What follows belongs to an exercise in optimizing a design on an open flow for small area; a production flow would make more cautious choices.
Only simulation tests tie the RTL to the original design; equivalence was not proved.
The flow treats the clock pin as an ideal source, which a real chip does not have.

==> yarrow: inputs <==
// matrix_datapath
module matrix_datapath #(
  parameter int WIDTH_BIT = 1,
  parameter int INDEX_BIT = 3,
  parameter int INSTR_BIT = 8
) (
  input  logic                              CLK,
  input  logic                              RST,
  input  logic                              enable,
  input  logic [31:0]                       instruction,
  output logic                              pc_src,
  output logic [INSTR_BIT-1:0]              jump_addr,
  output logic                              done,
  input  logic [INDEX_BIT-1:0]              dbg_index,
  output logic [(32 << (2*WIDTH_BIT))-1:0]  dbg_data
);
==> module matrix_datapath, before the edit <==
module matrix_datapath #(
  parameter int WIDTH_BIT = 1,
  parameter int INDEX_BIT = 3,
  parameter int INSTR_BIT = 8
) (
  input  logic                              CLK,
  input  logic                              RST,
  input  logic                              enable,
  input  logic [31:0]                       instruction,
  output logic                              pc_src,
  output logic [INSTR_BIT-1:0]              jump_addr,
  output logic                              done,
  input  logic [INDEX_BIT-1:0]              dbg_index,
  output logic [(32 << (2*WIDTH_BIT))-1:0]  dbg_data
);
  logic [2:0] op, d_idx, a_idx, b_idx;
  assign op    = instruction[31:29];
  assign d_idx = instruction[28:26];
  assign a_idx = instruction[25:23];
  assign b_idx = instruction[22:20];
  logic is_lde, is_add, is_sub, is_mul, is_trn, is_ldi, is_full;
  assign is_lde  = (op == 3'b000);
  assign is_add  = (op == 3'b001);
  assign is_sub  = (op == 3'b010);
  assign is_mul  = (op == 3'b011);
  assign is_trn  = (op == 3'b100);
  assign is_ldi  = (op == 3'b101);
  assign is_full = is_add | is_sub | is_mul | is_trn | is_ldi;
  logic mul_n, as_n, ast_n, mas_n, mast_n, trn_n;
  assign mul_n = ~is_mul;
  assign as_n  = ~(is_add | is_sub);
  assign mas_n = ~(is_add | is_sub | is_mul);
  assign trn_n = ~is_trn;
  assign ast_n  = ~(is_add | is_sub | is_trn);
  assign mast_n = ~(is_add | is_sub | is_mul | is_trn);
  logic [25:0] imm_n [4];
  for (genvar e = 0; e < 4; e++) begin : g_imm
    logic ld_e;
    assign ld_e = is_ldi | (is_lde && instruction[17:16] == e);
    for (genvar i = 0; i < 26; i++) begin : g_bit
      if (i < 16) begin : g_lo
        assign imm_n[e][i] = ~(instruction[i] & ld_e);
      end else begin : g_hi
        assign imm_n[e][i] = ~(instruction[i] & is_ldi);
      end
    end
  end
  logic [1023:0] rf;
  logic [7:0]    valid;
  logic [127:0]  res;          
  for (genvar r = 0; r < 8; r++) begin : g_reg
    logic wr;
    assign wr = enable && d_idx == r && (is_full || is_lde);
    for (genvar e = 0; e < 4; e++) begin : g_el
      logic we;
      assign we = enable && d_idx == r &&
                  (is_full || (is_lde && (instruction[17:16] == e || !valid[r])));
      always_ff @(posedge CLK)
        if (we) rf[(4*r+e)*32 +: 32] <= res[32*e +: 32];
    end
    always_ff @(posedge CLK or posedge RST)
      if (RST) valid[r] <= 1'b0;
      else if (wr) valid[r] <= 1'b1;
  end
  logic [127:0] ma_n, mb_n;
  logic [7:0] sa, sb, sd;
  for (genvar r = 0; r < 8; r++) begin : g_sel
    assign sa[r] = valid[r] && a_idx == r;
    assign sb[r] = valid[r] && b_idx == r;
    assign sd[r] = valid[r] && dbg_index == r;
  end
  for (genvar e = 0; e < 4; e++) begin : g_rd
    for (genvar i = 0; i < 32; i++) begin : g_bit
      logic [7:0] d;
      for (genvar r = 0; r < 8; r++) begin : g_d
        assign d[r] = rf[(4*r+e)*32 + i];
      end
      mdp_rd8n u_a (.d(d), .s(sa), .y_n(ma_n[32*e+i]));
      mdp_rd8n u_b (.d(d), .s(sb), .y_n(mb_n[32*e+i]));
      mdp_rd8  u_d (.d(d), .s(sd), .y(dbg_data[32*e+i]));
    end
  end
  logic [15:0] one_n [4], two_n [4], neg [4], neg_n [4];
  for (genvar e = 0; e < 4; e++) begin : g_benc
    for (genvar r = 0; r < 16; r++) begin : g_d
      if (r == 0) begin : g_r0
        mdp_benc0 u_enc (
          .b2n(mb_n[32*e+1]), .b1n(mb_n[32*e]), .mul(is_mul), .mul_n(mul_n),
          .one_n(one_n[e][r]), .two_n(two_n[e][r]), .neg(neg[e][r]), .neg_n(neg_n[e][r]));
      end else begin : g_rn
        mdp_benc u_enc (
          .b2n(mb_n[32*e+2*r+1]), .b1n(mb_n[32*e+2*r]), .b0n(mb_n[32*e+(r == 0 ? 0 : 2*r-1)]),
          .mul(is_mul), .mul_n(mul_n),
          .one_n(one_n[e][r]), .two_n(two_n[e][r]), .neg(neg[e][r]), .neg_n(neg_n[e][r]));
      end
    end
  end
  logic [127:0] bx_n;    
  for (genvar i = 0; i < 128; i++) begin : g_bx
    mdp_xor2 u_bx (.a(mb_n[i]), .b(is_sub), .y(bx_n[i]));
  end
  for (genvar i = 0; i < 2; i++) begin : g_row
    for (genvar j = 0; j < 2; j++) begin : g_col
      localparam int E = 2*i + j;
      localparam int T = 2*j + i;       
      logic [31:0] s_n;
      mdp_mac u_mac (
        .a0_n(ma_n[32*(2*i) +: 32]), .a1_n(ma_n[32*(2*i+1) +: 32]),
        .one0_n(one_n[j]), .two0_n(two_n[j]), .neg0(neg[j]), .neg0_n(neg_n[j]),
        .one1_n(one_n[2+j]), .two1_n(two_n[2+j]), .neg1(neg[2+j]), .neg1_n(neg_n[2+j]),
        .addend_n(ma_n[32*E +: 32]), .bx_n(bx_n[32*E +: 32]),
        .ax_n(T == E ? ast_n : as_n), .by_n(as_n), .cin(is_sub),
        .s_n(s_n));
      if (T == E) begin : g_diag
        for (genvar b = 0; b < 32; b++) begin : g_res
          if (b < 26) begin : g_imm
            mdp_o21ai u_r (.a1(s_n[b]), .a2(mast_n), .b1(imm_n[E][b]), .y(res[32*E+b]));
          end else begin : g_noimm
            mdp_nor2  u_r (.a(s_n[b]), .b(mast_n), .y(res[32*E+b]));
          end
        end
      end else begin : g_off
        for (genvar b = 0; b < 32; b++) begin : g_res
          if (b < 26) begin : g_imm
            logic t;
            mdp_o22a  u_t (.a1(s_n[b]), .a2(mas_n), .b1(ma_n[32*T+b]), .b2(trn_n), .x(t));
            mdp_nand2 u_r (.a(t), .b(imm_n[E][b]), .y(res[32*E+b]));
          end else begin : g_noimm
            mdp_o22ai u_r (.a1(s_n[b]), .a2(mas_n), .b1(ma_n[32*T+b]), .b2(trn_n), .y(res[32*E+b]));
          end
        end
      end
    end
  end
  assign pc_src    = (op == 3'b110);
  assign done      = (op == 3'b111);
  assign jump_addr = instruction[INSTR_BIT-1:0];
endmodule
export LEC_CHECK = 0
export CAP_MARGIN = 20
export CELL_PAD_IN_SITES_DETAIL_PLACEMENT = 1
export CELL_PAD_IN_SITES_GLOBAL_PLACEMENT = 1
export CORE_MARGIN = 2
export CORE_UTILIZATION = 35
export PLACE_DENSITY = 0.5
export SETUP_SLACK_MARGIN = 0.3
export SLEW_MARGIN = 20
export SYNTH_HIERARCHICAL = 1
create_clock -name core_clock -period 15.0 [get_ports {CLK}]
standard.sh (not shown) runs the stock make flow with config.mk's settings and CLKGATE_MAP_FILE= SYNTH_SCRIPT=/design/flow/synth_recipe.tcl, a recipe that flattens the netlist after the stock synthesis.
==> flow/flow/run.sh <==
#!/bin/bash
# Layout flow: the standard ORFS flow (standard.sh) with a few extra ORFS settings.
#  - every port still gets a buffer, a buf_1 instead of a clkdlybuf4s50_1;
#  - placement and timing repair insert only buffers up to buf_4 (flow/small_buffers.tcl);
#  - clock tree built from clkbuf_8, in clusters of up to 16 flip-flops, without dummy loads.
# The full make output goes to flow_make.log; ORFS keeps each step's log under orfs/logs.
set -euo pipefail
HOOK=$PWD/flow/small_buffers.tcl
bash standard.sh \
  "BUFFER_PORTS_ARGS=-buffer_cell sky130_fd_sc_hd__buf_1" \
  "CTS_ARGS=-sink_clustering_enable -repair_clock_nets -dont_use_dummy_load -buf_list sky130_fd_sc_hd__clkbuf_8 -sink_clustering_size 16 -sink_clustering_max_diameter 70" \
  "PRE_GLOBAL_PLACE_TCL=$HOOK" "PRE_RESIZE_TCL=$HOOK" "PRE_CTS_TCL=$HOOK" \
  "PRE_GLOBAL_ROUTE_TCL=$HOOK" "PRE_DETAIL_PLACE_TCL=$HOOK" "PRE_FLOORPLAN_TCL=$HOOK" \
  "PRE_REPAIR_TIMING_POST_PLACE_TCL=$HOOK" \
  finish > flow_make.log 2>&1
==> flow/flow/small_buffers.tcl <==
# Sourced before placement, resizing, CTS and routing steps: buffer insertion and
# repair use only buffers up to buf_4; gates may still be upsized.
set_dont_use {sky130_fd_sc_hd__buf_6 sky130_fd_sc_hd__buf_8
  sky130_fd_sc_hd__buf_12 sky130_fd_sc_hd__buf_16 sky130_fd_sc_hd__bufbuf_8
  sky130_fd_sc_hd__bufbuf_16 sky130_fd_sc_hd__bufinv_8 sky130_fd_sc_hd__bufinv_16}
==> indigo (differences from yarrow) <==
--- a/flow/design.v
+++ b/flow/design.v
@@ -49,11 +49,15 @@
   logic [7:0]    valid;
   logic [127:0]  res;          
+  logic [3:0] fs;
+  for (genvar e = 0; e < 4; e++) begin : g_fs
+    assign fs[e] = is_full || instruction[17:16] == e;
+  end
   for (genvar r = 0; r < 8; r++) begin : g_reg
-    logic wr;
+    logic wr, nv;
     assign wr = enable && d_idx == r && (is_full || is_lde);
+    assign nv = ~valid[r];
     for (genvar e = 0; e < 4; e++) begin : g_el
       logic we;
-      assign we = enable && d_idx == r &&
-                  (is_full || (is_lde && (instruction[17:16] == e || !valid[r])));
+      mdp_o21a u_we (.a1(fs[e]), .a2(nv), .b1(wr), .x(we));
       always_ff @(posedge CLK)
         if (we) rf[(4*r+e)*32 +: 32] <= res[32*e +: 32];
@@ -996,4 +1000,7 @@
   assign y = ~((a1 | a2) & b1);
 endmodule
+module mdp_o21a (input logic a1, input logic a2, input logic b1, output logic x);
+  assign x = (a1 | a2) & b1;
+endmodule
 module mdp_o22ai (input logic a1, input logic a2, input logic b1, input logic b2, output logic y);
   assign y = ~((a1 | a2) & (b1 | b2));
--- a/flow/config.mk
+++ b/flow/config.mk
@@ -11,5 +11,5 @@
 export CORE_MARGIN = 2
 export CORE_UTILIZATION = 35
-export PLACE_DENSITY = 0.5
+export PLACE_DENSITY = 0.55
 export SETUP_SLACK_MARGIN = 0.3
 export SLEW_MARGIN = 20
==> pepper (differences from yarrow) <==
--- a/flow/design.v
+++ b/flow/design.v
@@ -34,41 +34,34 @@
   assign ast_n  = ~(is_add | is_sub | is_trn);
   assign mast_n = ~(is_add | is_sub | is_mul | is_trn);
-  logic [25:0] imm_n [4];
-  for (genvar e = 0; e < 4; e++) begin : g_imm
-    logic ld_e;
-    assign ld_e = is_ldi | (is_lde && instruction[17:16] == e);
-    for (genvar i = 0; i < 26; i++) begin : g_bit
-      if (i < 16) begin : g_lo
-        assign imm_n[e][i] = ~(instruction[i] & ld_e);
-      end else begin : g_hi
-        assign imm_n[e][i] = ~(instruction[i] & is_ldi);
-      end
+  logic [25:0] imm_n;
+  for (genvar i = 0; i < 26; i++) begin : g_imm
+    if (i < 16) begin : g_lo
+      assign imm_n[i] = ~(instruction[i] & (is_lde | is_ldi));
+    end else begin : g_hi
+      assign imm_n[i] = ~(instruction[i] & is_ldi);
     end
   end
   logic [1023:0] rf;
-  logic [7:0]    valid;
+  logic [31:0]   valid;        
   logic [127:0]  res;          
   for (genvar r = 0; r < 8; r++) begin : g_reg
-    logic wr;
-    assign wr = enable && d_idx == r && (is_full || is_lde);
     for (genvar e = 0; e < 4; e++) begin : g_el
       logic we;
-      assign we = enable && d_idx == r &&
-                  (is_full || (is_lde && (instruction[17:16] == e || !valid[r])));
+      assign we = enable && d_idx == r && (is_full || (is_lde && instruction[17:16] == e));
       always_ff @(posedge CLK)
         if (we) rf[(4*r+e)*32 +: 32] <= res[32*e +: 32];
+      always_ff @(posedge CLK or posedge RST)
+        if (RST) valid[4*r+e] <= 1'b0;
+        else if (we) valid[4*r+e] <= 1'b1;
     end
-    always_ff @(posedge CLK or posedge RST)
-      if (RST) valid[r] <= 1'b0;
-      else if (wr) valid[r] <= 1'b1;
   end
   logic [127:0] ma_n, mb_n;
-  logic [7:0] sa, sb, sd;
-  for (genvar r = 0; r < 8; r++) begin : g_sel
-    assign sa[r] = valid[r] && a_idx == r;
-    assign sb[r] = valid[r] && b_idx == r;
-    assign sd[r] = valid[r] && dbg_index == r;
-  end
   for (genvar e = 0; e < 4; e++) begin : g_rd
+    logic [7:0] sa, sb, sd;
+    for (genvar r = 0; r < 8; r++) begin : g_sel
+      assign sa[r] = valid[4*r+e] && a_idx == r;
+      assign sb[r] = valid[4*r+e] && b_idx == r;
+      assign sd[r] = valid[4*r+e] && dbg_index == r;
+    end
     for (genvar i = 0; i < 32; i++) begin : g_bit
       logic [7:0] d;
@@ -115,5 +108,5 @@
         for (genvar b = 0; b < 32; b++) begin : g_res
           if (b < 26) begin : g_imm
-            mdp_o21ai u_r (.a1(s_n[b]), .a2(mast_n), .b1(imm_n[E][b]), .y(res[32*E+b]));
+            mdp_o21ai u_r (.a1(s_n[b]), .a2(mast_n), .b1(imm_n[b]), .y(res[32*E+b]));
           end else begin : g_noimm
             mdp_nor2  u_r (.a(s_n[b]), .b(mast_n), .y(res[32*E+b]));
@@ -125,5 +118,5 @@
             logic t;
             mdp_o22a  u_t (.a1(s_n[b]), .a2(mas_n), .b1(ma_n[32*T+b]), .b2(trn_n), .x(t));
-            mdp_nand2 u_r (.a(t), .b(imm_n[E][b]), .y(res[32*E+b]));
+            mdp_nand2 u_r (.a(t), .b(imm_n[b]), .y(res[32*E+b]));
           end else begin : g_noimm
             mdp_o22ai u_r (.a1(s_n[b]), .a2(mas_n), .b1(ma_n[32*T+b]), .b2(trn_n), .y(res[32*E+b]));
==> flow/flow/run.sh (replaced) <==
#!/bin/bash
# Layout flow: the standard ORFS flow (standard.sh) with a few extra ORFS settings.
#  - every port still gets a buffer, a buf_1 instead of a clkdlybuf4s50_1;
#  - placement and timing repair insert only small buffers (flow/small_buffers.tcl);
#  - clock tree built from clkbuf_8, in clusters of up to 16 flip-flops, without dummy loads;
#  - after global routing, non-critical gates are downsized (RECOVER_POWER).
# The full make output goes to flow_make.log; ORFS keeps each step's log under orfs/logs.
set -euo pipefail
HOOK=$PWD/flow/small_buffers.tcl
bash standard.sh \
  "BUFFER_PORTS_ARGS=-buffer_cell sky130_fd_sc_hd__buf_1" \
  "CTS_ARGS=-sink_clustering_enable -repair_clock_nets -dont_use_dummy_load -buf_list sky130_fd_sc_hd__clkbuf_8 -sink_clustering_size 16 -sink_clustering_max_diameter 70" \
  "RECOVER_POWER=100" \
  "PRE_GLOBAL_PLACE_TCL=$HOOK" "PRE_RESIZE_TCL=$HOOK" "PRE_CTS_TCL=$HOOK" \
  "PRE_GLOBAL_ROUTE_TCL=$HOOK" "PRE_DETAIL_PLACE_TCL=$HOOK" "PRE_FLOORPLAN_TCL=$HOOK" \
  "PRE_REPAIR_TIMING_POST_PLACE_TCL=$HOOK" \
  finish > flow_make.log 2>&1
==> flow/flow/small_buffers.tcl (replaced) <==
# Sourced before placement, resizing, CTS and routing steps: buffer insertion and
# repair use only the small buffers (buf_1, buf_2); gates may still be upsized.
set_dont_use {sky130_fd_sc_hd__buf_4 sky130_fd_sc_hd__buf_6 sky130_fd_sc_hd__buf_8
  sky130_fd_sc_hd__buf_12 sky130_fd_sc_hd__buf_16 sky130_fd_sc_hd__bufbuf_8
  sky130_fd_sc_hd__bufbuf_16 sky130_fd_sc_hd__bufinv_8 sky130_fd_sc_hd__bufinv_16}
--- a/flow/config.mk
+++ b/flow/config.mk
@@ -12,5 +12,4 @@
 export CORE_UTILIZATION = 35
 export PLACE_DENSITY = 0.5
-export SETUP_SLACK_MARGIN = 0.3
 export SLEW_MARGIN = 20
 export SYNTH_HIERARCHICAL = 1
==> cedar (differences from yarrow) <==
--- a/flow/design.v
+++ b/flow/design.v
@@ -47,26 +47,20 @@
   end
   logic [1023:0] rf;
-  logic [7:0]    valid;
   logic [127:0]  res;          
   for (genvar r = 0; r < 8; r++) begin : g_reg
-    logic wr;
-    assign wr = enable && d_idx == r && (is_full || is_lde);
     for (genvar e = 0; e < 4; e++) begin : g_el
       logic we;
-      assign we = enable && d_idx == r &&
-                  (is_full || (is_lde && (instruction[17:16] == e || !valid[r])));
-      always_ff @(posedge CLK)
-        if (we) rf[(4*r+e)*32 +: 32] <= res[32*e +: 32];
+      assign we = enable && d_idx == r && (is_full || (is_lde && instruction[17:16] == e));
+      always_ff @(posedge CLK or posedge RST)
+        if (RST) rf[(4*r+e)*32 +: 32] <= '0;
+        else if (we) rf[(4*r+e)*32 +: 32] <= res[32*e +: 32];
     end
-    always_ff @(posedge CLK or posedge RST)
-      if (RST) valid[r] <= 1'b0;
-      else if (wr) valid[r] <= 1'b1;
   end
   logic [127:0] ma_n, mb_n;
   logic [7:0] sa, sb, sd;
   for (genvar r = 0; r < 8; r++) begin : g_sel
-    assign sa[r] = valid[r] && a_idx == r;
-    assign sb[r] = valid[r] && b_idx == r;
-    assign sd[r] = valid[r] && dbg_index == r;
+    assign sa[r] = a_idx == r;
+    assign sb[r] = b_idx == r;
+    assign sd[r] = dbg_index == r;
   end
   for (genvar e = 0; e < 4; e++) begin : g_rd
==> flow/flow/run.sh (replaced) <==
#!/bin/bash
# Layout flow: the standard ORFS flow (standard.sh) with a few extra ORFS settings.
#  - every port still gets a buffer, a buf_1 instead of a clkdlybuf4s50_1;
#  - placement and timing repair insert only buffers up to buf_4 (flow/small_buffers.tcl);
#  - clock tree built from clkbuf_8, in clusters of up to 12 flip-flops, without dummy loads.
# The full make output goes to flow_make.log; ORFS keeps each step's log under orfs/logs.
set -euo pipefail
HOOK=$PWD/flow/small_buffers.tcl
bash standard.sh \
  "BUFFER_PORTS_ARGS=-buffer_cell sky130_fd_sc_hd__buf_1" \
  "CTS_ARGS=-sink_clustering_enable -repair_clock_nets -dont_use_dummy_load -buf_list sky130_fd_sc_hd__clkbuf_8 -sink_clustering_size 12 -sink_clustering_max_diameter 70" \
  "PRE_GLOBAL_PLACE_TCL=$HOOK" "PRE_RESIZE_TCL=$HOOK" "PRE_CTS_TCL=$HOOK" \
  "PRE_GLOBAL_ROUTE_TCL=$HOOK" "PRE_DETAIL_PLACE_TCL=$HOOK" "PRE_FLOORPLAN_TCL=$HOOK" \
  "PRE_REPAIR_TIMING_POST_PLACE_TCL=$HOOK" \
  finish > flow_make.log 2>&1
==> comparison <==
Flip-flop and latch count: cedar is lower than pepper (32).
The lowest non-clock buffer count belongs to yarrow, the highest to pepper.
The lowest area after synthesis belongs to indigo, the highest to cedar.
Routed wire length: cedar > indigo > pepper > yarrow.
Sequential share of layout area: indigo is higher than cedar (4.5 points).
cedar finished with timing, DRC and antenna clean. pepper completed, yet does not pass: capacitance limit, slew limit, setup timing. indigo finished clean. yarrow finished clean.
==> figures <==
Status: yarrow finished clean; indigo finished clean; pepper finished with violations; cedar finished clean
Violated checks: yarrow -; indigo -; pepper capacitance limit, slew limit, setup timing; cedar -
Post-Layout Inst Area: yarrow 145200 sq um; indigo 144900 sq um; pepper 144800 sq um; cedar 152000 sq um
Worst setup path start: yarrow instruction[21]; indigo instruction[20]; pepper instruction[20]; cedar instruction[22]
DRT Wirelength: yarrow 873.6 mm; indigo 889.4 mm; pepper 883.7 mm; cedar 924.9 mm
Number of global-route vias before repair: yarrow 125807; indigo 128440; pepper 126012; cedar 136261
Share of the synthesized area in compound gates (AO/OA/AOI/OAI): yarrow 0.1898; indigo 0.1895; pepper 0.1858; cedar 0.1783
Proportion of cell area occupied by multi-input gates: yarrow 0.6851; indigo 0.6839; pepper 0.6826; cedar 0.7261
Starting density of the core: yarrow 0.3511; indigo 0.3511; pepper 0.3520; cedar 0.3517
Die height: yarrow 612.0 um; indigo 611.8 um; pepper 613.5 um; cedar 626.8 um
Synth Area in Simple Gates: yarrow 0.07252; indigo 0.07243; pepper 0.07613; cedar 0.07000
Number of setup violations in the final report: yarrow 0; indigo 0; pepper 15; cedar 0

## re-timing with driven ports
Ports are ideal in the flow. The routed layouts listed here were re-timed in OpenROAD.
Step 1, drivers: a clkbuf_16 drives CLK and a buf_2 each remaining input, both assumed.
Step 2, shift: input delay + t, output delay - t, t = (earliest + latest rising clock arrival at the registers) / 2. This alone moves slack from input paths to output paths.
Three values: ideal ports, drivers, drivers and shift; two values: the first two.
run | shift t [ns] | setup slack, ns | hold slack, ns | worst setup path at the end | latest minus earliest clock arrival (ns)
yarrow | 0.824 | 1.050 / 1.085 / 0.261 | 0.872 / 0.872 / 0.872 | input to register | 0.136 / 0.136
indigo | 0.852 | 0.742 / 0.800 / -0.052 | 0.688 / 0.688 / 0.688 | input to register | 0.087 / 0.086
pepper | 0.871 | -0.087 / -0.020 / -0.892 | 0.527 / 0.527 / 0.527 | input to register | 0.193 / 0.193
cedar | 0.872 | 0.397 / 0.429 / -0.443 | 0.557 / 0.557 / 0.557 | input to register | 0.094 / 0.094
Met with ideal ports but missed after step 2: setup timing in indigo and cedar. The setup slack of cedar, which loses most, moves by +0.032 ns with the drivers and by -0.840 ns with both steps.
